Background: an optimization exercise with open tools, aiming at small area, a short achievable clock period and few clock cycles. Do not read the settings as production practice.
Only simulation tests tie the RTL to the original design; equivalence was not proved.
Power is estimated from default activity; no workload was simulated.

## requant_argmax_pipe
module requant_argmax_pipe #(
  parameter int ACC_W       = 25,
  parameter int OUT_W       = 8,
  parameter int MULT_W      = 16,
  parameter int SHIFT_W     = 5,
  parameter int NUM_CLASSES = 10,
  parameter int IDX_W       = $clog2(NUM_CLASSES)
) (
  input  logic                     clk,
  input  logic                     rst_n,
  input  logic                     cfg_load,
  input  logic signed [ACC_W-1:0]  cfg_bias,
  input  logic        [MULT_W-1:0] cfg_mult,
  input  logic       [SHIFT_W-1:0] cfg_shift,
  input  logic                     cfg_round,
  input  logic signed [OUT_W-1:0]  cfg_offset,
  input  logic signed [OUT_W-1:0]  cfg_min,
  input  logic signed [OUT_W-1:0]  cfg_max,
  output logic                     busy,
  input  logic                     in_valid,
  output logic                     in_ready,
  input  logic signed [ACC_W-1:0]  in_data,
  input  logic                     in_last,
  output logic                     out_valid,
  input  logic                     out_ready,
  output logic signed [OUT_W-1:0]  out_data,
  output logic                     out_last,
  output logic                     argmax_valid,
  output logic        [IDX_W-1:0]  argmax_idx,
  output logic signed [OUT_W-1:0]  argmax_val
);
==> flow/config.mk <==
export PLATFORM = sky130hd
export DESIGN_NAME = requant_argmax_pipe
export DESIGN_NICKNAME = requant_argmax_pipe
export VERILOG_FILES = /design/flow/design.v
export SDC_FILE = /design/flow/constraint.sdc
export NUM_CORES = 4
export LEC_CHECK = 0
export CAP_MARGIN = 20
export CORE_MARGIN = 2
export CORE_UTILIZATION = 60
export CTS_CLUSTER_DIAMETER = 80
export CTS_CLUSTER_SIZE = 25
export PLACE_DENSITY = 0.7
export SLEW_MARGIN = 20
==> flow/constraint.sdc <==
create_clock -name core_clock -period 12.0 [get_ports {clk}]
set_input_delay 2.4000 -clock core_clock [delete_from_list [all_inputs] [get_ports {clk}]]
set_output_delay 2.4000 -clock core_clock [all_outputs]
set_load 0.01 [all_outputs]
standard.sh (not shown) runs the stock make flow with config.mk's settings and CLKGATE_MAP_FILE= SYNTH_SCRIPT=/design/flow/synth_recipe.tcl, a recipe that flattens the netlist after the stock synthesis.
==> flow/flow/run.sh <==
#!/bin/bash
# The standard ORFS layout (standard.sh), with two changes to how it is
# made: repair_timing aims for 8.5 ns of setup slack at the design's clock
# period, and the port buffers are buf_2.
set -euo pipefail
bash standard.sh SETUP_SLACK_MARGIN=8.5 "BUFFER_PORTS_ARGS=-buffer_cell sky130_fd_sc_hd__buf_2" finish > standard_flow.log 2>&1
Testbench counts at the start, summed over its fixed seeds: cycles 9,640.
Edit:
CORE_UTILIZATION = 40   (was 60)
CTS_CLUSTER_DIAMETER = unset   (was 80)
CTS_CLUSTER_SIZE = unset   (was 25)
PLACE_DENSITY = unset   (was 0.7)
The changed run produced a clean layout.
Setup slack gets better by 0.030 ns.
Sequential cell count stays the same.
Global-route usage came out lower by 9.8 points.
Fmax went up by 0.84%.
Final area came out higher by 2.4%.
Combinational power goes down by about 2%.
Via count fell by 0.98%.
Power rose by 2.6%.
Clock-buffer cell count increases by 34.
Utilization drops by 22 points.
Non-clock buffer count went down by 4.
Edit:
CORE_UTILIZATION = 55   (was 40)
CTS_BUF_LIST = sky130_fd_sc_hd__clkbuf_4 sky130_fd_sc_hd__clkbuf_8   (was unset)
Clock power went down by a few percent.
Core utilization rises by 18 points.
Total power rises by a few percent.
Design area went up slightly.
Wire length went up by a few percent.

requant_argmax_pipe, a different RTL version from the one above (not shown whole).
Size: about 370 flip-flops, ~27000 µm² of cells after synthesis.
Settings: LEC_CHECK=0, ABC_AREA=1, CAP_MARGIN=20, CORE_MARGIN=2, CORE_UTILIZATION=40, CTS_BUF_LIST=sky130_fd_sc_hd__clkbuf_16, CTS_CLUSTER_DIAMETER=100, CTS_CLUSTER_SIZE=30, SLEW_MARGIN=20; clock period 12.0 ns.
Scripts as last shown in full above: flow/flow/run.sh
Testbench counts at the start, summed over its fixed seeds: cycles 9,640.
Rerun with:
Settings changed: TNS_END_PERCENT set to 5.
After rerunning: Via count shrinks by about 1.1%. Area after synthesis is unchanged. Critical path depth rose by 9. Register-to-register slack degrades by 0.10 ns. Wire length falls by 1.7%.

Setup of job 101:
requant_argmax_pipe again, from the RTL that the note above started with.
clock: 12.0 ns
lec_check: 0
abc_area: 1
cap_margin: 20
core_margin: 2
core_utilization: 40
cts_buf_list: sky130_fd_sc_hd__clkbuf_16
cts_cluster_diameter: 100
cts_cluster_size: 30
slew_margin: 20
==> flow/flow/run.sh <==
#!/bin/bash
# The standard ORFS layout (standard.sh), with two changes to how it is
# made: repair_timing aims for 8.5 ns of setup slack at the design's clock
# period, and the port buffers are buf_1.
set -euo pipefail
bash standard.sh SETUP_SLACK_MARGIN=8.5 "BUFFER_PORTS_ARGS=-buffer_cell sky130_fd_sc_hd__buf_1" finish > standard_flow.log 2>&1
The final layout from job 101, which completed every stage, passed the timing, design-rule and antenna checks at the end of the flow.
Testbench counts of job 101, summed over its fixed seeds: cycles 9,640.
The inputs of job 102 differ from those of job 101 as listed below.
Settings: CTS_CLUSTER_DIAMETER changed from 100 to 80; CTS_CLUSTER_SIZE changed from 30 to 25; CTS_BUF_LIST removed (was sky130_fd_sc_hd__clkbuf_16).
==> flow/flow/run.sh <==
#!/bin/bash
# The standard ORFS layout (standard.sh), with two changes to how it is
# made: repair_timing aims for 8.6 ns of setup slack at the design's clock
# period, and the port buffers are buf_2.
set -euo pipefail
bash standard.sh SETUP_SLACK_MARGIN=8.6 "BUFFER_PORTS_ARGS=-buffer_cell sky130_fd_sc_hd__buf_2" finish > standard_flow.log 2>&1
--- outcome ---
| vias after detailed routing | higher: job 102 |. Row antenna diode instance count: job 102 higher / job 101 lower. Going from job 101 to job 102, minimum clock period grows by 0.013 ns. Relative to job 101, job 102 degrades routed wire length.

## run 1
Starting RTL as in the previous note.
clock: 12.0 ns
lec_check: 0
abc_area: 1
cap_margin: 20
core_margin: 2
core_utilization: 40
cts_cluster_diameter: 90
cts_cluster_size: 28
slew_margin: 20
==> flow/flow/run.sh <==
#!/bin/bash
# The standard ORFS layout (standard.sh), with two changes to how it is
# made: repair_timing aims for 8.5 ns of setup slack at the design's clock
# period, and the port buffers are buf_2.
set -euo pipefail
bash standard.sh SETUP_SLACK_MARGIN=8.5 "BUFFER_PORTS_ARGS=-buffer_cell sky130_fd_sc_hd__buf_2" finish > standard_flow.log 2>&1
Run 1: done, clean on timing, DRC and antenna
Testbench counts of run 1, summed over its fixed seeds: cycles 9,640.
Inputs modified between run 1 and run 2:
Settings: swapping 90 for 80 in CTS_CLUSTER_DIAMETER; swapping 28 for 25 in CTS_CLUSTER_SIZE.
--- outcome ---
Taking run 1 as the reference, in run 2 wire length of the first global-routing pass comparable; worst setup slack decreased 11 ps; fraction of area in clock buffers and inverters picked up an extra 0.39 points.
Inputs modified between run 2 and run 3:
Settings: CTS_CLUSTER_DIAMETER changed from 80 to 100; CTS_CLUSTER_SIZE changed from 25 to 30.
--- outcome ---
Compared with run 2, first-iteration DRC count in run 3 decreased by a few percent.
Delta (run 3 minus run 2): area growth from synthesis to final layout lower; count of clock-buffer cells in the layout lower.
Summary — worst relative slew slack, run 3 relative to run 2: lower, by 2.4 points.
Tightest hold margin | run 3 above run 2
Cell count of the worst reg-to-reg path ends up lower on run 3.
Re worst path buffer plus inverter count: no difference whatsoever between run 2 and run 3.
Of run 3 and run 2, run 2 shows the higher number of non-clock inverters, with run 3 below it.

## what the ideal ports hide
How much do the figures lean on ideal ports? The routed layouts below were timed once more, with nothing changed but the port constraints.
Step 1 assumes that a clkbuf_16 drives the clock port and a buf_2 every other input.
Step 2 times the ports against the registers' clock, not the clock port: input delays grow and output delays shrink by t, the midpoint of the rising clock arrivals with the driver on.
a / b / c = no drivers / after step 1 / after step 2; a / b = the first two.
run | t (ns) | setup WS [ns] | worst setup path after step 2 | slew at the worst register clock pin (ns) | worst slew at a driven data input, ns
the first run of note 1 | 0.637 | 8.398 / 8.336 / 7.868 | input to register | 0.10 / 0.10 | 0.09
the second run of note 1 | 0.633 | 8.428 / 8.363 / 7.826 | input to register | 0.07 / 0.07 | 0.10
the third run of note 1 | 0.714 | 8.322 / 8.266 / 7.806 | input to register | 0.07 / 0.07 | 0.10
the first run of note 2 | 0.609 | 8.539 / 8.479 / 8.032 | input to register | 0.12 / 0.12 | 0.11
the second run of note 2 | 0.626 | 8.468 / 8.432 / 8.038 | input to register | 0.12 / 0.12 | 0.12
job 101 | 0.617 | 8.523 / 8.459 / 8.086 | input to register | 0.12 / 0.12 | 0.13
job 102 | 0.645 | 8.509 / 8.448 / 8.105 | input to register | 0.10 / 0.10 | 0.13
run 1 | 0.617 | 8.517 / 8.458 / 8.027 | input to register | 0.12 / 0.12 | 0.11
run 2 | 0.637 | 8.506 / 8.446 / 8.011 | input to register | 0.10 / 0.10 | 0.12
run 3 | 0.610 | 8.535 / 8.475 / 8.047 | input to register | 0.12 / 0.12 | 0.11
After both steps every run listed still meets setup and hold. The setup slack of the second run of note 1, which loses most, moves by -0.065 ns with the drivers and by -0.602 ns with both steps.
